What follows belongs to an exercise in optimizing a design on an open flow for a short achievable clock period and few clock cycles per item; a production flow would make more cautious choices.
RTL that was checked went through simulation tests only; none was proved equivalent to the original.
The RTL of run 1 was laid out without a check of its function.
No run shown here takes its clock network from TritonCTS; it comes from the design's own scripts or RTL.
The clock input has no modelled driver; a real chip could not lean on it and would need a root buffer or a full tree.
Power and IR drop assume default switching activity.

==> design.v <==
package fbnn_pkg;
    localparam int unsigned FracBits = 16;
    localparam int unsigned DimW   = 10;
    localparam int unsigned IdxW   = 20;
    localparam int unsigned AccW   = 27;
    localparam int unsigned StepW  = 26;
    localparam int unsigned CountW = 30;
    localparam int unsigned FsizeW = 19;
    localparam int unsigned OffW   = 9;
    localparam int unsigned ModeW  = 3;
    localparam int unsigned PayW   = 1 + IdxW + IdxW + 1 + 1;
endpackage
import fbnn_pkg::*;
module fbnn_cfg #(
    parameter int unsigned MAX_CANVAS_DIM = 1024
) (
    input  logic                clk,
    input  logic                rst_n,
    input  logic                psel,
    input  logic                penable,
    input  logic                pwrite,
    input  logic [4:0]          paddr,
    input  logic [31:0]         pwdata,
    output logic [31:0]         prdata,
    output logic                cfg_ok,      
    output logic                close_evt,   
    output logic                clr_evt,     
    output logic                rej,
    output logic                fits,
    output logic [FsizeW-1:0]   fsize,
    output logic [DimW-1:0]     wlim1,
    output logic [DimW-1:0]     hlim1,
    output logic [DimW-1:0]     djump,
    output logic [IdxW-1:0]     drel0,
    output logic [IdxW-1:0]     srow0,
    output logic [AccW-1:0]     cstep_e,
    output logic [AccW-1:0]     cacc0,
    output logic [AccW-1:0]     rstep_e,
    output logic [AccW-1:0]     racc0,
    output logic [DimW-1:0]     wdim,
    output logic [DimW+1:0]     w3,
    output logic [DimW+2:0]     w5
);
    localparam int unsigned DimMax = MAX_CANVAS_DIM - 1;
    logic             enabled_reg;
    logic [ModeW-1:0] mode_reg;
    logic             pal_reg;
    logic [DimW-1:0]  width_reg;
    logic [DimW-1:0]  height_reg;
    logic [2:0]       idx;
    logic             wr;
    logic [DimW-1:0]  val;
    logic [ModeW-1:0] eff_old, effo_reg;
    logic             c1_reg, c2_reg;
    assign idx = paddr[4:2];
    assign wr  = psel && penable && pwrite;
    assign val = pwdata[DimW-1:0];
    assign eff_old = (mode_reg != '0) ? mode_reg : (pal_reg ? 3'd2 : 3'd0);
    assign clr_evt = c1_reg || (c2_reg && eff_old != effo_reg);
    always_ff @(posedge clk)
    begin
        effo_reg <= eff_old;
    end
    always_ff @(posedge clk or negedge rst_n)
    begin
        if (!rst_n)
        begin
            enabled_reg <= 1'b0;
            mode_reg    <= '0;
            pal_reg     <= 1'b0;
            width_reg   <= 10'd320;
            height_reg  <= 10'd240;
            close_evt   <= 1'b1;
            c1_reg      <= 1'b0;
            c2_reg      <= 1'b0;
        end
        else
        begin
            if (wr && idx == 3'd0) enabled_reg <= val[0];
            if (wr && idx == 3'd1) mode_reg    <= val[ModeW-1:0];
            if (wr && idx == 3'd2) pal_reg     <= val[0];
            if (wr && idx == 3'd3) width_reg   <= val;
            if (wr && idx == 3'd4) height_reg  <= val;
            close_evt <= wr && (idx <= 3'd4);
            c1_reg    <= wr && idx == 3'd0 && val[0] && !enabled_reg;
            c2_reg    <= wr && (idx == 3'd1 || idx == 3'd2) && enabled_reg;
        end
    end
    logic [DimW-1:0] rd_reg;
    always_ff @(posedge clk)
    begin
        case (idx)
            3'd0:    rd_reg <= {9'b0, enabled_reg};
            3'd1:    rd_reg <= {7'b0, mode_reg};
            3'd2:    rd_reg <= {9'b0, pal_reg};
            3'd3:    rd_reg <= width_reg;
            3'd4:    rd_reg <= height_reg;
            default: rd_reg <= '0;
        endcase
    end
    assign prdata = {22'b0, rd_reg};
    logic [DimW-1:0]   w_sat, h_sat, rw_c, rl_c;
    logic [FsizeW-1:0] fsize_c;
    assign w_sat = (32'(width_reg) > DimMax) ? DimW'(DimMax) : width_reg;
    assign h_sat = (32'(height_reg) > DimMax) ? DimW'(DimMax) : height_reg;
    always_comb
    begin
        case (eff_old)
            3'd0:    begin rw_c = 10'd320; rl_c = 10'd240; fsize_c = 19'd76800;  end
            3'd1:    begin rw_c = 10'd640; rl_c = 10'd480; fsize_c = 19'd307200; end
            3'd2:    begin rw_c = 10'd352; rl_c = 10'd288; fsize_c = 19'd101376; end
            3'd3:    begin rw_c = 10'd720; rl_c = 10'd480; fsize_c = 19'd345600; end
            3'd4:    begin rw_c = 10'd720; rl_c = 10'd576; fsize_c = 19'd414720; end
            3'd5:    begin rw_c = 10'd720; rl_c = 10'd480; fsize_c = 19'd345600; end
            3'd6:    begin rw_c = 10'd720; rl_c = 10'd576; fsize_c = 19'd414720; end
            default: begin rw_c = 10'd640; rl_c = 10'd480; fsize_c = 19'd307200; end
        endcase
    end
    logic [DimW-1:0] s1_w, s1_h, s1_rw, s1_rl;
    logic [OffW-1:0] s1_xo, s1_yo;
    logic            s1_fits;
    logic [DimW-1:0] dxc, dyc;
    assign dxc = rw_c - w_sat;
    assign dyc = rl_c - h_sat;
    always_ff @(posedge clk)
    begin
        s1_w    <= w_sat;
        s1_h    <= h_sat;
        s1_rw   <= rw_c;
        s1_rl   <= rl_c;
        s1_xo   <= dxc[DimW-1:1];
        s1_yo   <= dyc[DimW-1:1];
        s1_fits <= (w_sat <= rw_c) && (h_sat <= rl_c);
        rej     <= !enabled_reg || (w_sat < 10'd2) || (h_sat < 10'd2);
        fsize   <= fsize_c;
    end
    logic [18:0]     s2_pa;
    logic [15:0]     s2_pb;
    logic [OffW-1:0] s2_xo;
    always_ff @(posedge clk)
    begin
        fits   <= s1_fits;
        wdim   <= s1_w;
        w3     <= {2'b0, s1_w} + {1'b0, s1_w, 1'b0};
        w5     <= {3'b0, s1_w} + {1'b0, s1_w, 2'b0};
        wlim1  <= (s1_fits ? s1_w : s1_rw) - 1'b1;
        hlim1  <= (s1_fits ? s1_h : s1_rl) - 1'b1;
        djump  <= s1_fits ? (s1_rw - s1_w + 1'b1) : 10'd1;
        s2_pa  <= s1_rw[9] ? ({1'b0, s1_yo, 9'b0} + {3'b0, s1_yo, 7'b0})
                           : ({2'b0, s1_yo, 8'b0} + {4'b0, s1_yo, 6'b0});
        s2_pb  <= (s1_rw == 10'd720) ? ({1'b0, s1_yo, 6'b0} + {3'b0, s1_yo, 4'b0}) :
                  (s1_rw == 10'd352) ? {2'b0, s1_yo, 5'b0} : 16'b0;
        s2_xo  <= s1_xo;
    end
    logic [IdxW-1:0] s3_pab;
    logic [OffW-1:0] s3_xo;
    always_ff @(posedge clk)
    begin
        s3_pab <= IdxW'({1'b0, s2_pa} + {4'b0, s2_pb});
        s3_xo  <= s2_xo;
        drel0  <= fits ? (s3_pab + {11'b0, s3_xo}) : '0;
    end
    logic             div_go;
    logic [StepW-1:0] cq, rq;
    assign div_go = close_evt;
    fbnn_div u_div_c (
        .clk   (clk),
        .start (div_go),
        .num   (w_sat),
        .den   (rw_c),
        .quo   (cq)
    );
    fbnn_div u_div_r (
        .clk   (clk),
        .start (div_go),
        .num   (h_sat),
        .den   (rl_c),
        .quo   (rq)
    );
    assign cstep_e = fits ? 27'h10000 : {1'b0, cq};
    assign cacc0   = fits ? '0 : {2'b0, cq[StepW-1:1]};
    assign rstep_e = {1'b0, rq};
    assign racc0   = {2'b0, rq[StepW-1:1]};
    always_ff @(posedge clk)
    begin
        case (rq[18:17])
            2'd0:    srow0 <= '0;
            2'd1:    srow0 <= fits ? '0 : {10'b0, wdim};
            2'd2:    srow0 <= fits ? '0 : {9'b0, wdim, 1'b0};
            default: srow0 <= fits ? '0 : {8'b0, w3};
        endcase
    end
    localparam logic [2:0] CntFit = 3'd2;
    localparam logic [4:0] CntDiv = 5'd10;
    logic [2:0] fit_cnt;
    logic [4:0] div_cnt;
    always_ff @(posedge clk or negedge rst_n)
    begin
        if (!rst_n)
        begin
            fit_cnt <= CntFit;
            div_cnt <= CntDiv;
        end
        else if (close_evt)
        begin
            fit_cnt <= CntFit;
            div_cnt <= CntDiv;
        end
        else
        begin
            if (fit_cnt != '0) fit_cnt <= fit_cnt - 1'b1;
            if (div_cnt != '0) div_cnt <= div_cnt - 1'b1;
        end
    end
    assign cfg_ok = (fit_cnt == '0) && (fits || div_cnt == '0);
endmodule
import fbnn_pkg::*;
module fbnn_front #(
    parameter int unsigned Credits = 5
) (
    input  logic clk,
    input  logic rst_n,
    input  logic req_valid,
    output logic req_ready,
    input  logic buffer_select,
    input  logic block,       
    input  logic cfg_ok,      
    input  logic rsp_pop,     
    output logic a_valid,
    output logic a_bsel
);
    logic       ready_reg, ready_out;
    logic [Credits-1:0] th_reg, th_nx;
    logic       acc;
    assign req_ready = ready_out;
    assign acc       = req_valid && ready_reg;
    assign th_nx     = rsp_pop ? (acc ? th_reg : {1'b0, th_reg[Credits-1:1]})
                               : (acc ? {th_reg[Credits-2:0], 1'b1} : th_reg);
    always_ff @(posedge clk)
    begin
        a_bsel <= buffer_select;
    end
    always_ff @(posedge clk or negedge rst_n)
    begin
        if (!rst_n)
        begin
            ready_reg <= 1'b0;
            ready_out <= 1'b0;
            th_reg    <= '0;
            a_valid   <= 1'b0;
        end
        else
        begin
            a_valid <= acc;
            th_reg  <= th_nx;
            ready_reg <= (rsp_pop ? (!acc || !th_reg[Credits-1])
                                  : (acc ? !th_reg[Credits-2]
                                         : !(th_reg[Credits-1] && th_reg[Credits-2])))
                         && cfg_ok && !block;
            ready_out <= !th_nx[Credits-1] && cfg_ok && !block;
        end
    end
endmodule
import fbnn_pkg::*;
module fbnn_div (
    input  logic              clk,
    input  logic              start,
    input  logic [DimW-1:0]   num,
    input  logic [DimW-1:0]   den,
    output logic [StepW-1:0]  quo
);
    logic [3:0]        cnt_reg;
    logic [DimW-1:0]   rem_reg;
    logic [19:0]       sh_reg;      
    logic [DimW+1:0]   d1_reg, d2_reg, d3_reg;
    logic [DimW+1:0]   t;
    logic [DimW+2:0]   s1, s2, s3;
    logic [1:0]        qd;
    logic [DimW-1:0]   rn;
    assign t  = {rem_reg, sh_reg[19:18]};
    assign s1 = {1'b0, t} - {1'b0, d1_reg};
    assign s2 = {1'b0, t} - {1'b0, d2_reg};
    assign s3 = {1'b0, t} - {1'b0, d3_reg};
    always_comb
    begin
        if (!s3[DimW+2])
        begin
            qd = 2'd3;
            rn = s3[DimW-1:0];
        end
        else if (!s2[DimW+2])
        begin
            qd = 2'd2;
            rn = s2[DimW-1:0];
        end
        else if (!s1[DimW+2])
        begin
            qd = 2'd1;
            rn = s1[DimW-1:0];
        end
        else
        begin
            qd = 2'd0;
            rn = t[DimW-1:0];
        end
    end
    always_ff @(posedge clk)
    begin
        if (start)
        begin
            cnt_reg <= 4'd10;
            rem_reg <= {4'b0, num[9:4]};
            sh_reg  <= {num[3:0], 16'b0};
            d1_reg  <= {2'b0, den};
            d2_reg  <= {1'b0, den, 1'b0};
            d3_reg  <= {2'b0, den} + {1'b0, den, 1'b0};
        end
        else if (cnt_reg != 4'd0)
        begin
            cnt_reg <= cnt_reg - 1'b1;
            rem_reg <= rn;
            sh_reg  <= {sh_reg[17:0], qd};
        end
    end
    assign quo = {6'b0, sh_reg};
endmodule
import fbnn_pkg::*;
module fbnn_back #(
    parameter int unsigned QDepth = 5
) (
    input  logic                clk,
    input  logic                rst_n,
    input  logic                a_valid,
    input  logic                a_bsel,
    input  logic                close_evt,
    input  logic                clr_evt,
    input  logic                rej,
    input  logic                fits,
    input  logic [FsizeW-1:0]   fsize,
    input  logic [DimW-1:0]     wlim1,
    input  logic [DimW-1:0]     hlim1,
    input  logic [DimW-1:0]     djump,
    input  logic [IdxW-1:0]     drel0,
    input  logic [IdxW-1:0]     srow0,
    input  logic [AccW-1:0]     cstep_e,
    input  logic [AccW-1:0]     cacc0,
    input  logic [AccW-1:0]     rstep_e,
    input  logic [AccW-1:0]     racc0,
    input  logic [DimW-1:0]     wdim,
    input  logic [DimW+1:0]     w3,
    input  logic [DimW+2:0]     w5,
    output logic                rsp_valid,
    input  logic                rsp_ready,
    output logic                rsp_pop,
    output logic                status,
    output logic [19:0]         source_index,
    output logic [19:0]         dest_index,
    output logic                frame_last,
    output logic [31:0]         control_word
);
    logic               inf_reg;
    logic               lat_reg;
    logic [DimW-1:0]    rem_reg;      
    logic               eol_reg;      
    logic [DimW-1:0]    rrem_reg;     
    logic               lrow_reg;     
    logic [AccW-1:0]    cacc_reg;
    logic [AccW-1:0]    racc_reg;
    logic [IdxW-1:0]    srow_reg;     
    logic [IdxW-1:0]    drel_reg;     
    logic [FracBits:0]      p1_lo_reg;
    logic [AccW-FracBits-1:0] p1_hia_reg, p1_hib_reg;
    logic [AccW-1:0]        racc_nx_reg;
    logic [2:0]             p2_cur_reg;
    logic [2:0]             dlt_reg;
    logic [IdxW-1:0]        sinc_reg;
    logic               pix, last, lat_eff, start, adv;
    assign pix     = a_valid && !rej;
    assign last    = eol_reg && lrow_reg;
    assign lat_eff = inf_reg ? lat_reg : a_bsel;
    assign start   = (a_valid && (rej || last)) || (!inf_reg && !a_valid) || close_evt;
    assign adv     = pix && !last;
    always_ff @(posedge clk)
    begin
        p1_lo_reg   <= {1'b0, racc_reg[FracBits-1:0]} + {1'b0, rstep_e[FracBits-1:0]};
        p1_hia_reg  <= racc_reg[AccW-1:FracBits];
        p1_hib_reg  <= rstep_e[AccW-1:FracBits];
        racc_nx_reg <= {p1_hia_reg + p1_hib_reg + {10'b0, p1_lo_reg[FracBits]},
                        p1_lo_reg[FracBits-1:0]};
        p2_cur_reg  <= p1_hia_reg[2:0];
        dlt_reg     <= racc_nx_reg[FracBits+2:FracBits] - p2_cur_reg;
        case (dlt_reg)
            3'd0:    sinc_reg <= '0;
            3'd1:    sinc_reg <= {10'b0, wdim};
            3'd2:    sinc_reg <= {9'b0, wdim, 1'b0};
            3'd3:    sinc_reg <= {8'b0, w3};
            3'd4:    sinc_reg <= {8'b0, wdim, 2'b0};
            default: sinc_reg <= {7'b0, w5};
        endcase
        if (fits)
        begin
            sinc_reg <= {10'b0, wdim};
        end
    end
    always_ff @(posedge clk)
    begin
        if (start)
        begin
            rem_reg  <= wlim1;
            eol_reg  <= 1'b0;
            rrem_reg <= hlim1;
            lrow_reg <= 1'b0;
            cacc_reg <= cacc0;
            racc_reg <= racc0;
            srow_reg <= srow0;
            drel_reg <= drel0;
        end
        else if (adv)
        begin
            if (eol_reg)
            begin
                rem_reg  <= wlim1;
                eol_reg  <= 1'b0;
                rrem_reg <= rrem_reg - 1'b1;
                lrow_reg <= (rrem_reg == 10'd1);
                cacc_reg <= cacc0;
                racc_reg <= racc_nx_reg;
                srow_reg <= srow_reg + sinc_reg;
                drel_reg <= drel_reg + {10'b0, djump};
            end
            else
            begin
                rem_reg  <= rem_reg - 1'b1;
                eol_reg  <= (rem_reg == 10'd1);
                cacc_reg <= cacc_reg + cstep_e;
                drel_reg <= drel_reg + 1'b1;
            end
        end
        if (pix)
        begin
            lat_reg <= lat_eff;
        end
    end
    always_ff @(posedge clk or negedge rst_n)
    begin
        if (!rst_n)
        begin
            inf_reg <= 1'b0;
        end
        else
        begin
            if (close_evt || (a_valid && (rej || last)))
            begin
                inf_reg <= 1'b0;
            end
            else if (pix)
            begin
                inf_reg <= 1'b1;
            end
        end
    end
    logic               r_valid;
    logic               r_rej;
    logic [IdxW-1:0]    r_srow;
    logic [DimW:0]      r_col;
    logic [IdxW-1:0]    r_drel;
    logic               r_hi;         
    logic               r_last;
    always_ff @(posedge clk)
    begin
        r_rej  <= rej;
        r_srow <= srow_reg;
        r_col  <= cacc_reg[AccW-1:FracBits];
        r_drel <= drel_reg;
        r_hi   <= lat_eff;
        r_last <= last;
    end
    always_ff @(posedge clk or negedge rst_n)
    begin
        if (!rst_n)
        begin
            r_valid <= 1'b0;
        end
        else
        begin
            r_valid <= a_valid;
        end
    end
    logic [PayW-1:0] res;
    logic [IdxW-1:0] src_c, dst_c;
    assign src_c = r_srow + {9'b0, r_col};
    assign dst_c = r_drel + (r_hi ? {1'b0, fsize} : 20'b0);
    always_comb
    begin
        if (r_rej)
        begin
            res = {1'b1, {(PayW-1){1'b0}}};
        end
        else
        begin
            res = {1'b0, src_c, dst_c, r_last, r_last && r_hi};
        end
    end
    logic [PayW-1:0] q_mem [0:QDepth-1];
    logic [2:0]      wp_reg, rp_reg;
    logic [QDepth-1:0] qth_reg;    
    logic            ov_reg, ov_out;
    logic [PayW-1:0] o_reg;
    logic            pop;
    logic [2:0]      wp_p1, rp1_reg;
    logic [PayW-1:0] head0, head1, headp;
    assign wp_p1   = (wp_reg == 3'(QDepth - 1)) ? 3'd0 : wp_reg + 1'b1;
    assign pop     = ov_reg && rsp_ready;
    assign rsp_pop = pop;
    assign head0   = q_mem[rp_reg];
    assign head1   = q_mem[rp1_reg];
    assign headp   = ov_reg ? head1 : head0;
    logic [CountW-1:0] fcp1_reg, o_fc, fc0, fcp;
    assign fc0 = head0[1] ? fcp1_reg : '0;
    assign fcp = headp[1] ? fcp1_reg : '0;
    always_ff @(posedge clk)
    begin
        if (r_valid)
        begin
            q_mem[wp_reg] <= res;
        end
        o_reg <= rsp_ready ? headp : head0;
        o_fc  <= rsp_ready ? fcp : fc0;
    end
    always_ff @(posedge clk or negedge rst_n)
    begin
        if (!rst_n)
        begin
            wp_reg <= '0;
            rp_reg <= '0;
            rp1_reg <= 3'd1;
            qth_reg <= '0;
            ov_reg <= 1'b0;
            ov_out <= 1'b0;
            fcp1_reg <= 30'd1;
        end
        else
        begin
            if (r_valid)
            begin
                wp_reg <= wp_p1;
            end
            if (pop)
            begin
                rp_reg  <= rp1_reg;
                rp1_reg <= (rp1_reg == 3'(QDepth - 1)) ? 3'd0 : rp1_reg + 1'b1;
            end
            qth_reg <= pop ? (r_valid ? qth_reg : {1'b0, qth_reg[QDepth-1:1]})
                           : (r_valid ? {qth_reg[QDepth-2:0], 1'b1} : qth_reg);
            ov_reg <= pop ? qth_reg[1] : qth_reg[0];
            ov_out <= qth_reg[1] || (qth_reg[0] && !pop);
            if (clr_evt)
            begin
                fcp1_reg <= 30'd1;
            end
            else if (pop && o_reg[1])
            begin
                fcp1_reg <= fcp1_reg + 1'b1;
            end
        end
    end
    assign rsp_valid    = ov_out;
    assign status       = o_reg[PayW-1];
    assign source_index = o_reg[PayW-2 -: IdxW];
    assign dest_index   = o_reg[PayW-2-IdxW -: IdxW];
    assign frame_last   = o_reg[1];
    assign control_word = {o_fc, 1'b0, o_reg[0]};
endmodule
import fbnn_pkg::*;
module framebuffer_center_or_nn_scale_addr_top #(
    parameter int unsigned MAX_CANVAS_DIM = 1024
) (
    input  logic        clk,
    input  logic        rst_n,
    input  logic        psel,
    input  logic        penable,
    input  logic        pwrite,
    input  logic [4:0]  paddr,
    input  logic [31:0] pwdata,
    output logic [31:0] prdata,
    output logic        pready,
    input  logic        req_valid,
    output logic        req_ready,
    input  logic        buffer_select,
    output logic        rsp_valid,
    input  logic        rsp_ready,
    output logic        status,
    output logic [19:0] source_index,
    output logic [19:0] dest_index,
    output logic        frame_last,
    output logic [31:0] control_word
);
    logic               cfg_ok, close_evt, clr_evt, rej, fits;
    logic [FsizeW-1:0]  fsize;
    logic [DimW-1:0]    wlim1, hlim1, djump, wdim;
    logic [DimW+1:0]    w3;
    logic [DimW+2:0]    w5;
    logic [IdxW-1:0]    drel0, srow0;
    logic [AccW-1:0]    cstep_e, cacc0, rstep_e, racc0;
    logic               a_valid, a_bsel, rsp_pop;
    assign pready = 1'b1;
    fbnn_cfg #(
        .MAX_CANVAS_DIM(MAX_CANVAS_DIM)
    ) u_cfg (
        .clk       (clk),
        .rst_n     (rst_n),
        .psel      (psel),
        .penable   (penable),
        .pwrite    (pwrite),
        .paddr     (paddr),
        .pwdata    (pwdata),
        .prdata    (prdata),
        .cfg_ok    (cfg_ok),
        .close_evt (close_evt),
        .clr_evt   (clr_evt),
        .rej       (rej),
        .fits      (fits),
        .fsize     (fsize),
        .wlim1     (wlim1),
        .hlim1     (hlim1),
        .djump     (djump),
        .drel0     (drel0),
        .srow0     (srow0),
        .cstep_e   (cstep_e),
        .cacc0     (cacc0),
        .rstep_e   (rstep_e),
        .racc0     (racc0),
        .wdim      (wdim),
        .w3        (w3),
        .w5        (w5)
    );
    fbnn_front u_front (
        .clk           (clk),
        .rst_n         (rst_n),
        .req_valid     (req_valid),
        .req_ready     (req_ready),
        .buffer_select (buffer_select),
        .block         ((psel && pwrite) || close_evt),
        .cfg_ok        (cfg_ok),
        .rsp_pop       (rsp_pop),
        .a_valid       (a_valid),
        .a_bsel        (a_bsel)
    );
    fbnn_back u_back (
        .clk          (clk),
        .rst_n        (rst_n),
        .a_valid      (a_valid),
        .a_bsel       (a_bsel),
        .close_evt    (close_evt),
        .clr_evt      (clr_evt),
        .rej          (rej),
        .fits         (fits),
        .fsize        (fsize),
        .wlim1        (wlim1),
        .hlim1        (hlim1),
        .djump        (djump),
        .drel0        (drel0),
        .srow0        (srow0),
        .cstep_e      (cstep_e),
        .cacc0        (cacc0),
        .rstep_e      (rstep_e),
        .racc0        (racc0),
        .wdim         (wdim),
        .w3           (w3),
        .w5           (w5),
        .rsp_valid    (rsp_valid),
        .rsp_ready    (rsp_ready),
        .rsp_pop      (rsp_pop),
        .status       (status),
        .source_index (source_index),
        .dest_index   (dest_index),
        .frame_last   (frame_last),
        .control_word (control_word)
    );
endmodule
==> flow/run.sh <==
#!/bin/bash
# Standard ORFS layout with these changes:
#  - timing repair aims at a shorter period than the clock's (repair_timing's
#    setup margin, from flow/margin.txt);
#  - before clock tree synthesis, each flip-flop that only drives an output
#    port's buffer is moved next to that buffer (flow/io_pull.tcl);
#  - the clock tree is a balanced two-level buffer tree built by
#    flow/clock_tree.tcl in place of TritonCTS.
# Both scripts run in the CTS step through its PRE_CTS_TCL hook (pre_cts.tcl).
# All make/OpenROAD output goes to make.log; ORFS keeps per-step logs under orfs/logs.
set -euo pipefail
HERE=$(pwd)
MARGIN=$(cat flow/margin.txt)
bash standard.sh SETUP_SLACK_MARGIN=$MARGIN PRE_CTS_TCL=$HERE/flow/pre_cts.tcl finish > make.log 2>&1
==> flow/clock_tree.tcl <==
set ct_leaf_size [expr {[info exists ::env(CT_LEAF_SIZE)] ? $::env(CT_LEAF_SIZE) : 24}]
set ct_roots     [expr {[info exists ::env(CT_ROOTS)] ? $::env(CT_ROOTS) : 4}]
set ct_leaf_cell [expr {[info exists ::env(CT_LEAF_CELL)] ? $::env(CT_LEAF_CELL) : "sky130_fd_sc_hd__clkbuf_16"}]
set ct_root_cell [expr {[info exists ::env(CT_ROOT_CELL)] ? $::env(CT_ROOT_CELL) : "sky130_fd_sc_hd__buf_16"}]

proc ct_split {pts k} {
  # pts: list of {item x y}; returns k groups of nearly equal size.
  if {$k <= 1 || [llength $pts] <= 1} { return [list $pts] }
  set xs [lmap p $pts {lindex $p 1}]
  set ys [lmap p $pts {lindex $p 2}]
  set dx [expr {[tcl::mathfunc::max {*}$xs] - [tcl::mathfunc::min {*}$xs]}]
  set dy [expr {[tcl::mathfunc::max {*}$ys] - [tcl::mathfunc::min {*}$ys]}]
  set idx [expr {$dx >= $dy ? 1 : 2}]
  set sorted [lsort -real -index $idx $pts]
  set k1 [expr {$k / 2}]
  set k2 [expr {$k - $k1}]
  set n [llength $sorted]
  set n1 [expr {int(round(double($n) * $k1 / $k))}]
  set a [lrange $sorted 0 [expr {$n1 - 1}]]
  set b [lrange $sorted $n1 end]
  return [concat [ct_split $a $k1] [ct_split $b $k2]]
}

proc ct_centroid {grp} {
  set sx 0.0; set sy 0.0
  foreach p $grp { set sx [expr {$sx + [lindex $p 1]}]; set sy [expr {$sy + [lindex $p 2]}] }
  set n [llength $grp]
  return [list [expr {int($sx / $n)}] [expr {int($sy / $n)}]]
}

proc ct_place {inst xy} {
  set m [$inst getMaster]
  set x [expr {[lindex $xy 0] - [$m getWidth] / 2}]
  set y [expr {[lindex $xy 1] - [$m getHeight] / 2}]
  $inst setLocation $x $y
  $inst setPlacementStatus PLACED
}

set ct_block [ord::get_db_block]
set ct_db [ord::get_db]
set ct_port [$ct_block findBTerm clk]
set ct_net [$ct_port getNet]
set ct_leafm [$ct_db findMaster $ct_leaf_cell]
set ct_rootm [$ct_db findMaster $ct_root_cell]

set ct_sinks {}
foreach it [$ct_net getITerms] {
  set inst [$it getInst]
  lassign [$inst getLocation] x y
  set m [$inst getMaster]
  lappend ct_sinks [list $it [expr {$x + [$m getWidth] / 2}] [expr {$y + [$m getHeight] / 2}]]
}
set ct_n [llength $ct_sinks]
set ct_nleaf [expr {int(ceil(double($ct_n) / $ct_leaf_size))}]
if {$ct_nleaf < $ct_roots} { set ct_nleaf $ct_roots }
puts "clock_tree: $ct_n sinks, $ct_nleaf leaf buffers, $ct_roots root buffers"

# Leaf level.
set ct_leaves {}
set i 0
foreach grp [ct_split $ct_sinks $ct_nleaf] {
  set inst [odb::dbInst_create $ct_block $ct_leafm "clkleaf_$i"]
  set net [odb::dbNet_create $ct_block "clk_leaf_$i"]
  $net setSigType CLOCK
  [$inst findITerm X] connect $net
  foreach p $grp {
    set it [lindex $p 0]
    $it disconnect
    $it connect $net
  }
  set xy [ct_centroid $grp]
  ct_place $inst $xy
  lappend ct_leaves [list $inst {*}$xy]
  incr i
}

# Root level: the clock port drives the root buffers directly.
set i 0
foreach grp [ct_split $ct_leaves $ct_roots] {
  set inst [odb::dbInst_create $ct_block $ct_rootm "clkroot_$i"]
  set net [odb::dbNet_create $ct_block "clk_root_$i"]
  $net setSigType CLOCK
  [$inst findITerm A] connect $ct_net
  [$inst findITerm X] connect $net
  foreach p $grp {
    [[lindex $p 0] findITerm A] connect $net
  }
  ct_place $inst [ct_centroid $grp]
  incr i
}
$ct_net setSigType CLOCK

# Skip TritonCTS: the tree is built.
proc clock_tree_synthesis {args} { puts "clock_tree: TritonCTS skipped, tree built by clock_tree.tcl" }
set_propagated_clock [all_clocks]
==> flow/io_pull.tcl <==
# Move each flip-flop that drives an output port's buffer (and nothing else)
# next to that buffer, so the flip-flop's output wire is short; the buffer
# then drives the wire to the pin. Detailed placement legalizes afterwards.
set iop_block [ord::get_db_block]
set iop_core [$iop_block getCoreArea]
set iop_cx [expr {([$iop_core xMin] + [$iop_core xMax]) / 2}]
set iop_cy [expr {([$iop_core yMin] + [$iop_core yMax]) / 2}]
set iop_moved 0
foreach bterm [$iop_block getBTerms] {
  if {[$bterm getIoType] ne "OUTPUT"} { continue }
  set net [$bterm getNet]
  if {$net eq "NULL"} { continue }
  set buf ""
  foreach it [$net getITerms] { if {[$it isOutputSignal]} { set buf [$it getInst] } }
  if {$buf eq ""} { continue }
  set bin ""
  foreach it [$buf getITerms] { if {[$it isInputSignal]} { set bin $it } }
  if {$bin eq ""} { continue }
  set n2 [$bin getNet]
  if {$n2 eq "NULL"} { continue }
  set drv ""; set nl 0
  foreach it [$n2 getITerms] { if {[$it isOutputSignal]} { set drv [$it getInst] } else { incr nl } }
  if {$drv eq "" || $nl != 1} { continue }
  if {![string match "*__df*" [[$drv getMaster] getName]]} { continue }
  lassign [$buf getLocation] bx by
  set w [[$drv getMaster] getWidth]
  set x [expr {$bx < $iop_cx ? $bx + [[$buf getMaster] getWidth] : $bx - $w}]
  $drv setLocation $x $by
  incr iop_moved
}
puts "io_pull: moved $iop_moved output flip-flops next to their port buffers"
==> flow/margin.txt <==
7.3
==> flow/pre_cts.tcl <==
# Hook for the CTS step: place output flip-flops, then build the clock tree.
set pre_cts_dir [file dirname [info script]]
source [file join $pre_cts_dir io_pull.tcl]
source [file join $pre_cts_dir clock_tree.tcl]
==> standard.sh <==
#!/bin/bash
# synth_recipe.tcl (not shown) runs the flow's synth.tcl, then flattens the netlist and writes it again
# the make line also repeats each setting of config.mk as NAME=value (left out here)
make -C /OpenROAD-flow-scripts/flow DESIGN_CONFIG=/design/flow/config.mk WORK_HOME=/design/flow/orfs CLKGATE_MAP_FILE= SYNTH_SCRIPT=/design/flow/synth_recipe.tcl "${@:-finish}"
==> config.mk <==
export PLATFORM = sky130hd
export DESIGN_NAME = framebuffer_center_or_nn_scale_addr_top
export DESIGN_NICKNAME = framebuffer_center_or_nn_scale_addr_top
export VERILOG_FILES = /design/flow/design.v
export SDC_FILE = /design/flow/constraint.sdc
export NUM_CORES = 4
export LEC_CHECK = 0
export ABC_CLOCK_PERIOD_IN_PS = 2700
export CAP_MARGIN = 20
export CORE_MARGIN = 2
export CORE_UTILIZATION = 65
export SLEW_MARGIN = 20
==> constraint.sdc <==
create_clock -name core_clock -period 10.0 [get_ports {clk}]
set_input_delay 2.0000 -clock core_clock [delete_from_list [all_inputs] [get_ports {clk}]]
set_output_delay 2.0000 -clock core_clock [all_outputs]
set_load 0.01 [all_outputs]
==> results of run 1 <==
[what timing repair did]
item,CTS,global route
cloned,13,0
endpoints found under the setup margin,462,349
setup buffers,64,45
pin swaps,69,100
resized for setup,621,238
[cells by family (layout without fill, tap and decap cells)]
family / after synthesis / after routing / synth area share, %
muxes: 153 / 153 / 6.43
buffers and inverters: 346 / 460 / 3.39
other: 2 / 25 / 0.0182
xor gates and xnor gates: 229 / 229 / 4.85
AOI/OAI and AO/OA: 709 / 709 / 10.6
and+or+nand+nor: 1134 / 1145 / 12.9
adders and majority gates: 221 / 221 / 7.05
DFF: 924 / 924 / 54.7
[worst paths after layout]
check                                          from                    end  slack, ns  depth (start not counted)
max in group asynchronous                     rst_n       u_back.rp_reg[0]       7.51                          2
worst max register to register           u_cfg.fits    u_back.cacc_reg[21]       7.20                         10
worst min-delay path            u_back.p1_lo_reg[0]  u_back.racc_nx_reg[0]       0.33                          0
min in group asynchronous                     rst_n    u_cfg.height_reg[2]       1.54                          1
worst min register to register  u_back.p1_lo_reg[0]  u_back.racc_nx_reg[0]       0.33                          0
worst max-delay path                      rsp_ready    u_back.fcp1_reg[27]       6.82                          9
[synth_stat cells, types with 41 or more instances]
master | number | area [sq um]
xor2_1 | 101 | 885
dfxtp_1 | 466 | 9330
nor2_1 | 311 | 1170
xnor2_1 | 128 | 1120
nor3_1 | 61 | 305
clkbuf_1 | 133 | 499
a21o_1 | 48 | 360
mux2_2 | 41 | 462
inv_1 | 171 | 642
nor2b_1 | 75 | 469
o21ai_0 | 222 | 1110
edfxtp_1 | 366 | 11000
ha_1 | 201 | 2510
a21oi_1 | 172 | 861
mux4_2 | 86 | 1940
nand2_1 | 380 | 1430
nand3_1 | 60 | 300
and2_1 | 75 | 469
dfrtp_1 | 80 | 2000
o22ai_1 | 54 | 338
[power breakdown]
group          internal [uW]  switching (uW)
Sequential              5110             802
Clock                    789            1090
Combinational           2910            3410
Total                   8810            5300
[per-layer routing]
layer / track usage (%) / share of wire (%) / wire (microns)
met1: 39.7 / 42 / 41400
met2: 49.8 / 49 / 48400
met3: 2.60 / 5.7 / 5650
met4: 8.24 / 3.6 / 3560
met5: 0 / 0 / 0
[worst max-delay path, cell delays in order]
cell and delay (ns):
buf_8 0.07, and3_4 0.23, nor4_4 0.06, buf_4 0.14, o21ai_2 0.14, nand4_1 0.19
buf_6 0.18, or3_4 0.33, a21oi_2 0.14
[final cells by class]
| class | count | area, sq um | area share (%) |
|---|---|---|---|
| tap | 846 | 1060 | 2.25 |
| timing repair buffer | 245 | 2370 | 5.04 |
| buffer | 43 | 1090 | 2.31 |
| multi-input combinational | 2482 | 19100 | 40.6 |
| sequential | 924 | 22700 | 48.4 |
| inverter | 172 | 651 | 1.39 |
[per-stage QoR]
stage / setup slack (ns) / util [%]
5_1_grt: 6.80 / 74.6
3_3_place_gp: 4.47 / 68.7
2_1_floorplan: 6.70 / -
4_1_cts: 6.92 / 72.5
3_5_place_dp: 4.80 / 68.7
6_report: 6.82 / 74.6
==> impl_metrics.json, run 1 <==
{
  "grt_usage_pct": 29.0,
  "drt-pass1-iter-count": 5,
  "drive_gt1_share_pct": 19.8,
  "p_total_uw": 14100,
  "wl_mm": 99.1,
  "drt_iter0_markers": 2296,
  "ir_drop_mv": 0.252,
  "path_clk_slew_ns": 0.10,
  "grt_max_degree": 82,
  "grt_pass1_wl_mm": 153,
  "overflow": 0,
  "finalHoldViolations": 0,
  "placed_cells": 4547,
  "hold_buffers": 0,
  "rows": 92,
  "die_y_microns": 256,
  "finalInstanceArea_sq_mm": 0.0470,
  "synth_ff_type": "dfxtp_1",
  "insertion_delay_ns": 0.40,
  "syn_to_final_growth_pct": 13.5,
  "layout_commonest_cell": "dfxtp_1",
  "num_vias": 28514,
  "critPathRequiredTime_ns": 10.31,
  "maxSlewHeadroom_pct": 28.9,
  "port-buffer-count": 105,
  "rsz0062_at_grt": "true",
  "ys_ff_latch": 924,
  "largest_reg_flops": 215,
  "run_status": "finished clean",
  "die_area_sq_mm": 0.0657,
  "ys_seq_area_share_pct": 54.7,
  "antenna_left": 0,
  "layout_common_cells": "dfxtp_1, edfxtp_1, nand2_1",
  "syn-instance-count": 3718,
  "leakagePower_uw": 0.0188,
  "crit_arrival_ns": 3.49,
  "final_nets": 4134,
  "tightest_slew_ns": 1.07,
  "fmax_mhz": 314,
  "avgRoutedWirePerCell_microns": 21.0,
  "hp-class": "reg -> reg",
  "grt_pass1_vias": 27908,
  "pin_count": 154,
  "drv_slew": 0,
  "hold-worst-slack_ns": 0.326,
  "fillerInstances": 4179,
  "vias_per_cell": 6.05,
  "synth_edf_count": 366,
  "async_flop_share_pct": 9.96,
  "cap_violations": 0,
  "core_sq_mm": 0.0630,
  "antenna-diode-count": 0,
  "synthesis.area_sq_mm": 0.0414,
  "synth_cell_type_count": 88,
  "layout.cells.non_filler": 4712,
  "yosysWarnings": 4,
  "end_kind": "flop",
  "grt_antenna_before_repair": 1,
  "criticalPathCategory": "in -> reg",
  "place_area_sq_mm": 0.0433,
  "dp_hpwl_mm": 62.4,
  "cp_max_fo": 6,
  "finalSetupViolations": 0,
  "gp_congestion": 0.869,
  "die_w_microns": 256,
  "worstSetupStartpointType": "primary input",
  "tns_ns": 0,
  "syn_area_per_cell_sq_um": 11.1,
  "drc": 0,
  "p_per_area_mw_per_mm2": 300,
  "clock_skew_ns": 0.0392,
  "initial_core_util_pct": 65.7,
  "fin_crit_ns": 3.18,
  "finalCritPeriodShare_pct": 31.8
}
==> run 2, diff against run 1 <==
--- a/design.v
+++ b/design.v
@@ -8,7 +8,7 @@
     localparam int unsigned FsizeW = 19;
     localparam int unsigned OffW   = 9;
     localparam int unsigned ModeW  = 3;
-    localparam int unsigned PayW   = 1 + IdxW + IdxW + 1 + 1;
+    localparam int unsigned PayW   = 1 + IdxW + IdxW + 1 + CountW + 1;
 endpackage
 import fbnn_pkg::*;
 module fbnn_cfg #(
@@ -23,6 +23,7 @@
     input  logic [31:0]         pwdata,
     output logic [31:0]         prdata,
     output logic                cfg_ok,      
+    output logic                wr_pend,     
     output logic                close_evt,   
     output logic                clr_evt,     
     output logic                rej,
@@ -61,10 +62,19 @@
     begin
         effo_reg <= eff_old;
     end
+    logic             w_pend;
+    logic [2:0]       w_idx;
+    logic [DimW-1:0]  w_val;
+    always_ff @(posedge clk)
+    begin
+        w_idx <= idx;
+        w_val <= val;
+    end
     always_ff @(posedge clk or negedge rst_n)
     begin
         if (!rst_n)
         begin
+            w_pend      <= 1'b0;
             enabled_reg <= 1'b0;
             mode_reg    <= '0;
             pal_reg     <= 1'b0;
@@ -76,25 +86,33 @@
         end
         else
         begin
-            if (wr && idx == 3'd0) enabled_reg <= val[0];
-            if (wr && idx == 3'd1) mode_reg    <= val[ModeW-1:0];
-            if (wr && idx == 3'd2) pal_reg     <= val[0];
-            if (wr && idx == 3'd3) width_reg   <= val;
-            if (wr && idx == 3'd4) height_reg  <= val;
-            close_evt <= wr && (idx <= 3'd4);
-            c1_reg    <= wr && idx == 3'd0 && val[0] && !enabled_reg;
-            c2_reg    <= wr && (idx == 3'd1 || idx == 3'd2) && enabled_reg;
+            w_pend <= wr && (idx <= 3'd4);
+            if (w_pend && w_idx == 3'd0) enabled_reg <= w_val[0];
+            if (w_pend && w_idx == 3'd1) mode_reg    <= w_val[ModeW-1:0];
+            if (w_pend && w_idx == 3'd2) pal_reg     <= w_val[0];
+            if (w_pend && w_idx == 3'd3) width_reg   <= w_val;
+            if (w_pend && w_idx == 3'd4) height_reg  <= w_val;
+            close_evt <= w_pend;
+            c1_reg    <= w_pend && w_idx == 3'd0 && w_val[0] && !enabled_reg;
+            c2_reg    <= w_pend && (w_idx == 3'd1 || w_idx == 3'd2) && enabled_reg;
         end
     end
+    assign wr_pend = w_pend;
     logic [DimW-1:0] rd_reg;
+    logic [DimW-1:0] rv0, rv1, rv2, rv3, rv4;
+    assign rv0 = (w_pend && w_idx == 3'd0) ? {9'b0, w_val[0]} : {9'b0, enabled_reg};
+    assign rv1 = (w_pend && w_idx == 3'd1) ? {7'b0, w_val[ModeW-1:0]} : {7'b0, mode_reg};
+    assign rv2 = (w_pend && w_idx == 3'd2) ? {9'b0, w_val[0]} : {9'b0, pal_reg};
+    assign rv3 = (w_pend && w_idx == 3'd3) ? w_val : width_reg;
+    assign rv4 = (w_pend && w_idx == 3'd4) ? w_val : height_reg;
     always_ff @(posedge clk)
     begin
         case (idx)
-            3'd0:    rd_reg <= {9'b0, enabled_reg};
-            3'd1:    rd_reg <= {7'b0, mode_reg};
-            3'd2:    rd_reg <= {9'b0, pal_reg};
-            3'd3:    rd_reg <= width_reg;
-            3'd4:    rd_reg <= height_reg;
+            3'd0:    rd_reg <= rv0;
+            3'd1:    rd_reg <= rv1;
+            3'd2:    rd_reg <= rv2;
+            3'd3:    rd_reg <= rv3;
+            3'd4:    rd_reg <= rv4;
             default: rd_reg <= '0;
         endcase
     end
@@ -177,12 +195,12 @@
         .den   (rl_c),
         .quo   (rq)
     );
-    assign cstep_e = fits ? 27'h10000 : {1'b0, cq};
-    assign cacc0   = fits ? '0 : {2'b0, cq[StepW-1:1]};
-    assign rstep_e = {1'b0, rq};
-    assign racc0   = {2'b0, rq[StepW-1:1]};
     always_ff @(posedge clk)
     begin
+        cstep_e <= fits ? 27'h10000 : {1'b0, cq};
+        cacc0   <= fits ? '0 : {2'b0, cq[StepW-1:1]};
+        rstep_e <= {1'b0, rq};
+        racc0   <= {2'b0, rq[StepW-1:1]};
         case (rq[18:17])
             2'd0:    srow0 <= '0;
             2'd1:    srow0 <= fits ? '0 : {10'b0, wdim};
@@ -368,6 +386,7 @@
     logic [AccW-1:0]    racc_reg;
     logic [IdxW-1:0]    srow_reg;     
     logic [IdxW-1:0]    drel_reg;     
+    logic [CountW-1:0]  fc_reg;
     logic [FracBits:0]      p1_lo_reg;
     logic [AccW-FracBits-1:0] p1_hia_reg, p1_hib_reg;
     logic [AccW-1:0]        racc_nx_reg;
@@ -375,11 +394,13 @@
     logic [2:0]             dlt_reg;
     logic [IdxW-1:0]        sinc_reg;
     logic               pix, last, lat_eff, start, adv;
+    logic [CountW-1:0]  fc_inc;
     assign pix     = a_valid && !rej;
     assign last    = eol_reg && lrow_reg;
     assign lat_eff = inf_reg ? lat_reg : a_bsel;
     assign start   = (a_valid && (rej || last)) || (!inf_reg && !a_valid) || close_evt;
     assign adv     = pix && !last;
+    assign fc_inc  = fc_reg + 1'b1;
     always_ff @(posedge clk)
     begin
         p1_lo_reg   <= {1'b0, racc_reg[FracBits-1:0]} + {1'b0, rstep_e[FracBits-1:0]};
@@ -446,6 +467,7 @@
         if (!rst_n)
         begin
             inf_reg <= 1'b0;
+            fc_reg  <= '0;
         end
         else
         begin
@@ -457,6 +479,14 @@
             begin
                 inf_reg <= 1'b1;
             end
+            if (clr_evt)
+            begin
+                fc_reg <= '0;
+            end
+            else if (pix && last)
+            begin
+                fc_reg <= fc_inc;
+            end
         end
     end
     logic               r_valid;
@@ -466,6 +496,7 @@
     logic [IdxW-1:0]    r_drel;
     logic               r_hi;         
     logic               r_last;
+    logic [CountW:0]    r_ctrl;       
     always_ff @(posedge clk)
     begin
         r_rej  <= rej;
@@ -474,6 +505,7 @@
         r_drel <= drel_reg;
         r_hi   <= lat_eff;
         r_last <= last;
+        r_ctrl <= last ? {fc_inc, lat_eff} : '0;
     end
     always_ff @(posedge clk or negedge rst_n)
     begin
@@ -498,7 +530,7 @@
         end
         else
         begin
-            res = {1'b0, src_c, dst_c, r_last, r_last && r_hi};
+            res = {1'b0, src_c, dst_c, r_last, r_ctrl};
         end
     end
     logic [PayW-1:0] q_mem [0:QDepth-1];
@@ -507,25 +539,21 @@
     logic            ov_reg, ov_out;
     logic [PayW-1:0] o_reg;
     logic            pop;
-    logic [2:0]      wp_p1, rp1_reg;
-    logic [PayW-1:0] head0, head1, headp;
+    logic [2:0]      wp_p1, rp1_reg, rp2, pa_reg;
+    logic [PayW-1:0] head0, heada;
     assign wp_p1   = (wp_reg == 3'(QDepth - 1)) ? 3'd0 : wp_reg + 1'b1;
     assign pop     = ov_reg && rsp_ready;
     assign rsp_pop = pop;
     assign head0   = q_mem[rp_reg];
-    assign head1   = q_mem[rp1_reg];
-    assign headp   = ov_reg ? head1 : head0;
-    logic [CountW-1:0] fcp1_reg, o_fc, fc0, fcp;
-    assign fc0 = head0[1] ? fcp1_reg : '0;
-    assign fcp = headp[1] ? fcp1_reg : '0;
+    assign heada   = q_mem[pa_reg];
+    assign rp2     = (rp1_reg == 3'(QDepth - 1)) ? 3'd0 : rp1_reg + 1'b1;
     always_ff @(posedge clk)
     begin
         if (r_valid)
         begin
             q_mem[wp_reg] <= res;
         end
-        o_reg <= rsp_ready ? headp : head0;
-        o_fc  <= rsp_ready ? fcp : fc0;
+        o_reg <= rsp_ready ? heada : head0;
     end
     always_ff @(posedge clk or negedge rst_n)
     begin
@@ -534,10 +562,10 @@
             wp_reg <= '0;
             rp_reg <= '0;
             rp1_reg <= 3'd1;
+            pa_reg  <= 3'd0;
             qth_reg <= '0;
             ov_reg <= 1'b0;
             ov_out <= 1'b0;
-            fcp1_reg <= 30'd1;
         end
         else
         begin
@@ -548,28 +576,21 @@
             if (pop)
             begin
                 rp_reg  <= rp1_reg;
-                rp1_reg <= (rp1_reg == 3'(QDepth - 1)) ? 3'd0 : rp1_reg + 1'b1;
+                rp1_reg <= rp2;
             end
+            pa_reg <= pop ? (qth_reg[1] ? rp2 : rp1_reg) : (qth_reg[0] ? rp1_reg : rp_reg);
             qth_reg <= pop ? (r_valid ? qth_reg : {1'b0, qth_reg[QDepth-1:1]})
                            : (r_valid ? {qth_reg[QDepth-2:0], 1'b1} : qth_reg);
             ov_reg <= pop ? qth_reg[1] : qth_reg[0];
             ov_out <= qth_reg[1] || (qth_reg[0] && !pop);
-            if (clr_evt)
-            begin
-                fcp1_reg <= 30'd1;
-            end
-            else if (pop && o_reg[1])
-            begin
-                fcp1_reg <= fcp1_reg + 1'b1;
-            end
         end
     end
     assign rsp_valid    = ov_out;
     assign status       = o_reg[PayW-1];
     assign source_index = o_reg[PayW-2 -: IdxW];
     assign dest_index   = o_reg[PayW-2-IdxW -: IdxW];
-    assign frame_last   = o_reg[1];
-    assign control_word = {o_fc, 1'b0, o_reg[0]};
+    assign frame_last   = o_reg[CountW+1];
+    assign control_word = {o_reg[CountW:1], 1'b0, o_reg[0]};
 endmodule
 import fbnn_pkg::*;
 module framebuffer_center_or_nn_scale_addr_top #(
@@ -595,7 +616,7 @@
     output logic        frame_last,
     output logic [31:0] control_word
 );
-    logic               cfg_ok, close_evt, clr_evt, rej, fits;
+    logic               cfg_ok, wr_pend, close_evt, clr_evt, rej, fits;
     logic [FsizeW-1:0]  fsize;
     logic [DimW-1:0]    wlim1, hlim1, djump, wdim;
     logic [DimW+1:0]    w3;
@@ -616,6 +637,7 @@
         .pwdata    (pwdata),
         .prdata    (prdata),
         .cfg_ok    (cfg_ok),
+        .wr_pend   (wr_pend),
         .close_evt (close_evt),
         .clr_evt   (clr_evt),
         .rej       (rej),
@@ -640,7 +662,7 @@
         .req_valid     (req_valid),
         .req_ready     (req_ready),
         .buffer_select (buffer_select),
-        .block         ((psel && pwrite) || close_evt),
+        .block         ((psel && pwrite) || wr_pend || close_evt),
         .cfg_ok        (cfg_ok),
         .rsp_pop       (rsp_pop),
         .a_valid       (a_valid),
--- a/flow/run.sh
+++ b/flow/run.sh
@@ -4,7 +4,7 @@
 #    setup margin, from flow/margin.txt);
 #  - before clock tree synthesis, each flip-flop that only drives an output
 #    port's buffer is moved next to that buffer (flow/io_pull.tcl);
-#  - the clock tree is a balanced two-level buffer tree built by
+#  - the clock tree is a balanced two-level inverter tree built by
 #    flow/clock_tree.tcl in place of TritonCTS.
 # Both scripts run in the CTS step through its PRE_CTS_TCL hook (pre_cts.tcl).
 # All make/OpenROAD output goes to make.log; ORFS keeps per-step logs under orfs/logs.
--- a/flow/clock_tree.tcl
+++ b/flow/clock_tree.tcl
@@ -1,7 +1,13 @@
-set ct_leaf_size [expr {[info exists ::env(CT_LEAF_SIZE)] ? $::env(CT_LEAF_SIZE) : 24}]
+# Two-level clock tree of inverters (two inversions, so the flip-flops see
+# the clock in phase), built in place of TritonCTS (sourced as PRE_CTS_TCL).
+# The clock port drives up to four root inverters; each drives a set of leaf
+# inverters; each leaf drives one compact cluster of flip-flop clock pins.
+# Clusters come from recursive bisection of the sink locations, so leaf loads
+# are equal and the tree is balanced.
+set ct_leaf_size [expr {[info exists ::env(CT_LEAF_SIZE)] ? $::env(CT_LEAF_SIZE) : 20}]
 set ct_roots     [expr {[info exists ::env(CT_ROOTS)] ? $::env(CT_ROOTS) : 4}]
-set ct_leaf_cell [expr {[info exists ::env(CT_LEAF_CELL)] ? $::env(CT_LEAF_CELL) : "sky130_fd_sc_hd__clkbuf_16"}]
-set ct_root_cell [expr {[info exists ::env(CT_ROOT_CELL)] ? $::env(CT_ROOT_CELL) : "sky130_fd_sc_hd__buf_16"}]
+set ct_leaf_cell [expr {[info exists ::env(CT_LEAF_CELL)] ? $::env(CT_LEAF_CELL) : "sky130_fd_sc_hd__inv_8"}]
+set ct_root_cell [expr {[info exists ::env(CT_ROOT_CELL)] ? $::env(CT_ROOT_CELL) : "sky130_fd_sc_hd__inv_16"}]
 
 proc ct_split {pts k} {
   # pts: list of {item x y}; returns k groups of nearly equal size.
@@ -19,6 +25,13 @@
   set a [lrange $sorted 0 [expr {$n1 - 1}]]
   set b [lrange $sorted $n1 end]
   return [concat [ct_split $a $k1] [ct_split $b $k2]]
+}
+
+proc ct_out {inst} {
+  foreach it [$inst getITerms] { if {[$it isOutputSignal]} { return $it } }
+}
+proc ct_in {inst} {
+  foreach it [$inst getITerms] { if {[$it isInputSignal]} { return $it } }
 }
 
 proc ct_centroid {grp} {
@@ -62,7 +75,7 @@
   set inst [odb::dbInst_create $ct_block $ct_leafm "clkleaf_$i"]
   set net [odb::dbNet_create $ct_block "clk_leaf_$i"]
   $net setSigType CLOCK
-  [$inst findITerm X] connect $net
+  [ct_out $inst] connect $net
   foreach p $grp {
     set it [lindex $p 0]
     $it disconnect
@@ -80,16 +93,27 @@
   set inst [odb::dbInst_create $ct_block $ct_rootm "clkroot_$i"]
   set net [odb::dbNet_create $ct_block "clk_root_$i"]
   $net setSigType CLOCK
-  [$inst findITerm A] connect $ct_net
-  [$inst findITerm X] connect $net
+  [ct_in $inst] connect $ct_net
+  [ct_out $inst] connect $net
   foreach p $grp {
-    [[lindex $p 0] findITerm A] connect $net
+    [ct_in [lindex $p 0]] connect $net
   }
   ct_place $inst [ct_centroid $grp]
   incr i
 }
 $ct_net setSigType CLOCK
 
+# Connect the new cells' supply pins (the flow's global connection rules),
+# then keep timing repair from resizing, cloning or buffering the tree.
+global_connect
+foreach inst [$ct_block getInsts] {
+  set nm [$inst getName]
+  if {[string match "clkleaf_*" $nm] || [string match "clkroot_*" $nm]} {
+    $inst setDoNotTouch 1
+    [[ct_out $inst] getNet] setDoNotTouch 1
+  }
+}
+
 # Skip TritonCTS: the tree is built.
 proc clock_tree_synthesis {args} { puts "clock_tree: TritonCTS skipped, tree built by clock_tree.tcl" }
 set_propagated_clock [all_clocks]
==> flow/margin.txt (replaced) <==
7.5
==> run 2 against run 1 <==
Still clean on timing, DRC and antenna. Via count grew 15%. Global-route usage shrank 1.5 points. Clock power shrank 3%. Core utilization shrank 0.64 points. Power grew 6.2%. Final cell count grew 16%. Register-to-register slack gained 0.05 ns. Synthesized cell count grew 15%. Combinational power shrank 5.2%. First-iteration DRC count shrank 1.0%. Critical endpoint is now u_cfg.rd_reg[0].
==> impl_metrics.json, run 2 <==
{
  "path_clk_slew_ns": 0.10,
  "critPathRequiredTime_ns": 10.14,
  "port-buffer-count": 105,
  "layout_commonest_cell": "edfxtp_1",
  "cp_slowest_stage_delay_ns": 0.50,
  "fmax_mhz": 358,
  "antenna-diode-count": 0,
  "end_kind": "flop",
  "r2r_end": "u_back.cacc_reg[26]",
  "grt_pass1_wl_mm": 177,
  "run_status": "finished clean",
  "crit_arrival_ns": 2.93,
  "gp_congestion": 0.856,
  "cp_num_buf_inv": 2,
  "synth_edf_count": 516,
  "netlist_top_cells_area": "edfxtp_1, dfxtp_1, mux4_2",
  "syn_to_final_growth_pct": 12.4,
  "die_area_sq_mm": 0.0808,
  "syn_area_per_cell_sq_um": 11.9,
  "top_layer_used": "met4",
  "hp-class": "reg -> reg",
  "fin_crit_ns": 2.79,
  "largest_reg_flops": 365,
  "ir_drop_mv": 0.219,
  "grt_usage_pct": 27.5,
  "maxSlewHeadroom_pct": 27.0,
  "synth_cell_type_count": 101,
  "worstHoldEndpoint": "u_back.racc_nx_reg[3]",
  "reg2regPathDepth": 11,
  "synth_top_area_cell": "edfxtp_1",
  "die_y_microns": 284,
  "yosysMostFrequentCell": "dfxtp_1",
  "hold-path-cell-count": 0,
  "cap_violations": 0,
  "tightest_slew_ns": 1.10,
  "worstSetupStartpointType": "primary input",
  "drc": 0,
  "vias_per_cell": 5.98,
  "synth_top_area_share_pct": 30.4,
  "antenna_left": 0,
  "finalCritPeriodShare_pct": 27.9,
  "reg2reg_from": "u_back.cacc_reg[0]",
  "finalHoldViolations": 0,
  "fin_util_pct": 73.9,
  "p_per_area_mw_per_mm2": 261,
  "rows": 102,
  "hold_start": "u_back.p1_lo_reg[3]",
  "final_nets": 4703,
  "rsz0062_at_grt": "true",
  "criticalPathCategory": "in -> reg",
  "num_vias": 32770,
  "grt_pass1_vias": 31738,
  "core_sq_mm": 0.0776,
  "initial_core_util_pct": 65.8,
  "wl_met1_mm": 48.3,
  "pin_count": 154,
  "syn-instance-count": 4274,
  "synth_ff_type": "dfxtp_1",
  "drive_gt1_share_pct": 21.9,
  "path_delay_family": "multiplexers",
  "clock_skew_ns": 0.0363,
  "yosysWarnings": 4,
  "tns_ns": 0,
  "wl_met3_mm": 6.33,
  "drv_slew": 0,
  "avgRoutedWirePerCell_microns": 21.2,
  "dp_hpwl_mm": 69.4,
  "drt_iter0_markers": 2272,
  "drt-pass1-iter-count": 5,
  "yosys-top-cells-count": "dfxtp_1, edfxtp_1, nand2_1",
  "wl_met2_mm": 57.7,
  "leakagePower_uw": 0.0220,
  "grt_max_degree": 75,
  "fillerInstances": 5348,
  "crit_slowest_cell": "mux4_2",
  "wl_mm": 116,
  "grt_antenna_before_repair": 3,
  "insertion_delay_ns": 0.27,
  "layout_common_cells": "edfxtp_1, dfxtp_1, nand2_1",
  "ys_seq_area_share_pct": 56.7,
  "path_cells": "buf_12, clkinvlp_4, mux4_2, a22o_1",
  "die_w_microns": 284,
  "cp_max_fo": 2,
  "async_flop_share_pct": 8.25,
  "overflow": 0,
  "ys_ff_latch": 1163,
  "finalSetupViolations": 0,
  "r2r_setup_slack_ns": 7.25,
  "synthesis.area_sq_mm": 0.0511
}
-- run 2: changes by cell type after synthesis, moves of 21 or more --
cell and delta:
a211oi_1 +69, a21oi_1 +58, and2_1 -21, clkbuf_1 +28, dfxtp_1 +85, edfxtp_1 +150
mux2i_1 +71, mux4_2 +61, nor2_1 -46, nor2b_1 +101, o21ai_0 -23, o22ai_1 -44
-- run 2: repair_timing --
item | CTS | global route
gates cloned | 17 | 9
hold buffers | 0 | 0
setup buffers | 81 | 56
hold endpoints to repair | 0 | 0
pin swaps | 89 | 108
setup endpoints to repair | 722 | 525
resized for setup | 688 | 237
-- run 2: final cells by class --
type                            instances  area, sq um  area share, %
Tap cell                             1040         1300           2.27
Multi-Input combinational cell       2741        22700           39.5
Inverter                              248         1460           2.54
Sequential cell                      1163        29100           50.6
Timing Repair Buffer                  284         2890           5.04
-- run 2: worst max path at each step --
| stage | from | endpoint | slack (ns) | cells past startpoint |
|---|---|---|---|---|
| 2_1_floorplan | paddr[3] | u_cfg.rd_reg[0] | 7.14 | 3 |
| 3_3_place_gp | rsp_ready | u_back.o_reg[6] | 6.10 | 4 |
| 3_5_place_dp | rsp_ready | u_back.o_reg[6] | 6.05 | 4 |
| 4_1_cts | u_front.a_valid | u_back.cacc_reg[5] | 7.20 | 8 |
| 5_1_grt | u_back.cacc_reg[0] | u_back.cacc_reg[26] | 7.14 | 11 |
| 6_report | paddr[3] | u_cfg.rd_reg[0] | 7.21 | 4 |
-- run 2: where the power goes --
part	internal, uW	switching [uW]
combinational	2880	3110
sequential	6220	956
clock	234	1590
-- run 2: metrics by stage --
step | hold WS, ns | setup slack (ns) | cells | cell area, sq um | power (uW)
after floorplan | 0.310 | 7.14 | 4297 | 51800 | 10900
after global placement | 0.310 | 6.10 | 5250 | 53200 | 12300
after detailed placement | 0.312 | 6.05 | 5250 | 53200 | 12500
after CTS | 0.336 | 7.20 | 5411 | 55800 | 14600
after global routing | 0.343 | 7.14 | 5476 | 57400 | 15900
final | 0.335 | 7.21 | 5476 | 57400 | 15000
-- run 2: cell families after synthesis --
group                      count (synthesis)  synth area share (%)
AOI/OAI and AO/OA                        752                  9.18
xor gates and xnor gates                 256                  4.39
adders and majority gates                220                  5.69
buffers and inverters                    405                  3.27
DFF                                     1163                  56.7
muxes                                    290                  9.40
other                                      2                0.0147
and+or+nand+nor                         1186                  11.4
-- run 2: routing by layer --
| metal | GRT usage [%] | vias up |
|---|---|---|
| li1 | - | 15481 |
| met1 | 37.3 | 16216 |
| met2 | 47.5 | 871 |
| met3 | 3.04 | 202 |
| met4 | 7.32 | 0 |
| met5 | 0 | - |
Testbench counts of run 2, summed over its fixed seeds: cycles 694,592, items 693,268.
==> run 3, diff against run 2 <==
==> flow/margin.txt (replaced) <==
7.3
==> run 3 against run 2 <==
First-iteration DRC count increased by 2.7%. Clock power about the same. Synthesized cell count unchanged. Cell area decreased by 3.7%. Sequential share of layout area increased by 1.9 points. Fmax increased by 0.69%. Critical path depth unchanged. Die area unchanged. Wire length decreased by 3.6%. Largest cell class unchanged. Largest power group unchanged.
==> impl_metrics.json, run 3 <==
{
  "run_status": "finished clean",
  "r2r_setup_slack_ns": 7.26,
  "synth_top_area_share_pct": 30.4,
  "layout_commonest_cell": "edfxtp_1",
  "p_per_area_mw_per_mm2": 261,
  "end_kind": "flop",
  "hp-class": "reg -> reg",
  "yosysWarnings": 4,
  "clock_skew_ns": 0.0215,
  "worstSetupStartpointType": "primary input",
  "dp_slack_ns": 5.94,
  "synthesis.area_sq_mm": 0.0511,
  "path_cells": "buf_12, clkinvlp_4, mux4_2, a22o_4",
  "drc": 0,
  "cap_violations": 0,
  "yosys-top-cells-count": "dfxtp_1, edfxtp_1, nand2_1",
  "finalCritPeriodShare_pct": 27.7,
  "grt_antenna_before_repair": 0,
  "die_y_microns": 284,
  "cp_num_buf_inv": 2,
  "tightest_slew_ns": 1.10,
  "hold_buffers": 0,
  "maxSlewHeadroom_pct": 26.4,
  "hold-path-cell-count": 0,
  "syn_area_per_cell_sq_um": 11.9,
  "num_vias": 31899,
  "drt-pass1-iter-count": 5,
  "grt_max_degree": 84,
  "die_area_sq_mm": 0.0808,
  "synth_cell_type_count": 101,
  "critPathRequiredTime_ns": 10.14,
  "yosysMostFrequentCell": "dfxtp_1",
  "gp_congestion": 0.851,
  "crit_arrival_ns": 2.91,
  "cp_slowest_stage_delay_ns": 0.49,
  "synth_top_area_cell": "edfxtp_1",
  "cp_max_fo": 2,
  "drv_slew": 0,
  "drt_iter0_markers": 2334,
  "insertion_delay_ns": 0.26,
  "path_depth": 4,
  "dp_hpwl_mm": 69.4,
  "syn_to_final_growth_pct": 8.24,
  "ys_ff_latch": 1163,
  "layout_common_cells": "edfxtp_1, dfxtp_1, nand2_1",
  "fin_crit_ns": 2.77,
  "leakagePower_uw": 0.0213,
  "wl_mm": 112,
  "async_flop_share_pct": 8.25,
  "rows": 102,
  "die_w_microns": 284,
  "finalSetupViolations": 0,
  "final_nets": 4635,
  "avgRoutedWirePerCell_microns": 20.6,
  "ys_seq_area_share_pct": 56.7,
  "reg2reg_from": "u_back.cacc_reg[0]",
  "overflow": 0,
  "crit_slowest_cell": "mux4_2",
  "core_sq_mm": 0.0776,
  "initial_core_util_pct": 65.8,
  "reg2regPathDepth": 11,
  "rsz0062_at_grt": "true",
  "syn-instance-count": 4274,
  "synth_ff_type": "dfxtp_1",
  "pin_count": 154,
  "drive_gt1_share_pct": 16.3,
  "ir_drop_mv": 0.238,
  "antenna-diode-count": 0,
  "r2r_end": "u_back.cacc_reg[26]",
  "vias_per_cell": 5.90,
  "worstHoldEndpoint": "u_cfg.s2_xo[1]",
  "path_clk_slew_ns": 0.12,
  "largest_reg_flops": 365,
  "tns_ns": 0,
  "hold_start": "u_cfg.s1_xo[1]",
  "grt_pass1_vias": 31267,
  "finalHoldViolations": 0,
  "path_delay_family": "multiplexers",
  "grt_pass1_wl_mm": 174,
  "synth_edf_count": 516,
  "worst_slack_ns": 7.23,
  "netlist_top_cells_area": "edfxtp_1, dfxtp_1, mux4_2",
  "port-buffer-count": 105,
  "antenna_left": 0,
  "fmax_mhz": 361,
  "criticalPathCategory": "in -> reg",
  "grt_usage_pct": 27.2
}
-- run 3: report_power, final --
| part | internal [uW] | switching, uW | leakage [uW] |
|---|---|---|---|
| sequential | 6210 | 904 | 0.0108 |
| combinational | 2600 | 2890 | 0.0101 |
| clock | 234 | 1580 | 0.000396 |
| total | 9050 | 5370 | 0.0213 |
-- run 3: worst max path at each step --
stage	from	to	slack, ns
6_report	paddr[3]	u_cfg.rd_reg[0]	7.23
5_1_grt	u_back.r_hi	u_back.q_mem[4][51]	7.12
4_1_cts	u_back.r_hi	u_back.q_mem[4][51]	7.21
3_5_place_dp	rsp_ready	u_back.o_reg[71]	5.94
3_3_place_gp	rsp_ready	u_back.o_reg[71]	5.96
2_1_floorplan	paddr[3]	u_cfg.rd_reg[0]	7.15
-- run 3: layer usage --
metal / GRT usage [%] / routed length (microns)
met1: 37.8 / 48200
met2: 46.7 / 54700
met3: 2.38 / 5380
met4: 6.84 / 3370
met5: 0 / 0
-- run 3: timing repair --
item                                    CTS  global route
gates resized for setup                 552           121
endpoints found under the setup margin  533           386
cloned                                   14             0
pin swaps                                53            45
setup buffers                            48            27
-- run 3: final cells by class --
class	instances	area [sq um]
multi-input combinational	2737	21400
inverter	248	1460
fill	5596	22300
tap	1040	1300
sequential	1163	29000
timing repair buffer	220	2080
-- run 3: cell families (layout without fill, tap and decap cells) --
family,count (synthesis),after routing,share of synthesized area (%)
adder cells (fa/ha/maj),220,220,5.69
AND/OR/NAND/NOR,1186,1192,11.4
flip-flops,1163,1163,56.7
XOR/XNOR,256,256,4.39
buffers and inverters,405,468,3.27
multiplexers,290,290,9.40
other,2,25,0.0147
AO/OA/AOI/OAI,752,754,9.18
-- run 3: stage by stage --
stage          power (uW)  utilization, %  hold WS [ns]  area, sq um  instances
2_1_floorplan       10800               -         0.310        51200       4297
3_3_place_gp        12300            68.2         0.310        52900       5255
3_5_place_dp        12400            68.2         0.312        52900       5256
4_1_cts             14300            70.3         0.324        54600       5381
5_1_grt             15400            71.2         0.333        55300       5408
6_report            14400            71.2         0.318        55300       5408

==> static timing again, ports no longer ideal <==
The flow's constraints put no driver on any port. The routed layouts listed below were extracted and timed again, unchanged, in two steps.
Step 1, drivers: a clkbuf_16 drives clk and a buf_2 each remaining input, both assumed.
Step 2 adds t to the input delays and takes it off the output delays; t is the mean of the earliest and latest rising clock arrival at the registers after step 1. Input paths then give back, and output paths get back, about the clock's delay inside the block.
Slacks: no drivers / after step 1 / after step 2; pairs: no drivers / after step 1.
run | t, ns | slack for setup (ns) | latest minus earliest clock arrival (ns)
run 1 | 0.532 | 6.820 / 6.903 / 6.371 | 0.046 / 0.046
run 2 | 0.500 | 7.210 / 6.978 / 6.803 | 0.039 / 0.040
run 3 | 0.506 | 7.229 / 6.990 / 6.872 | 0.026 / 0.028
After both steps setup and hold are still met in every run listed. For run 1, which loses most, drivers alone change the setup slack by +0.083 ns; drivers and shift together by -0.449 ns.
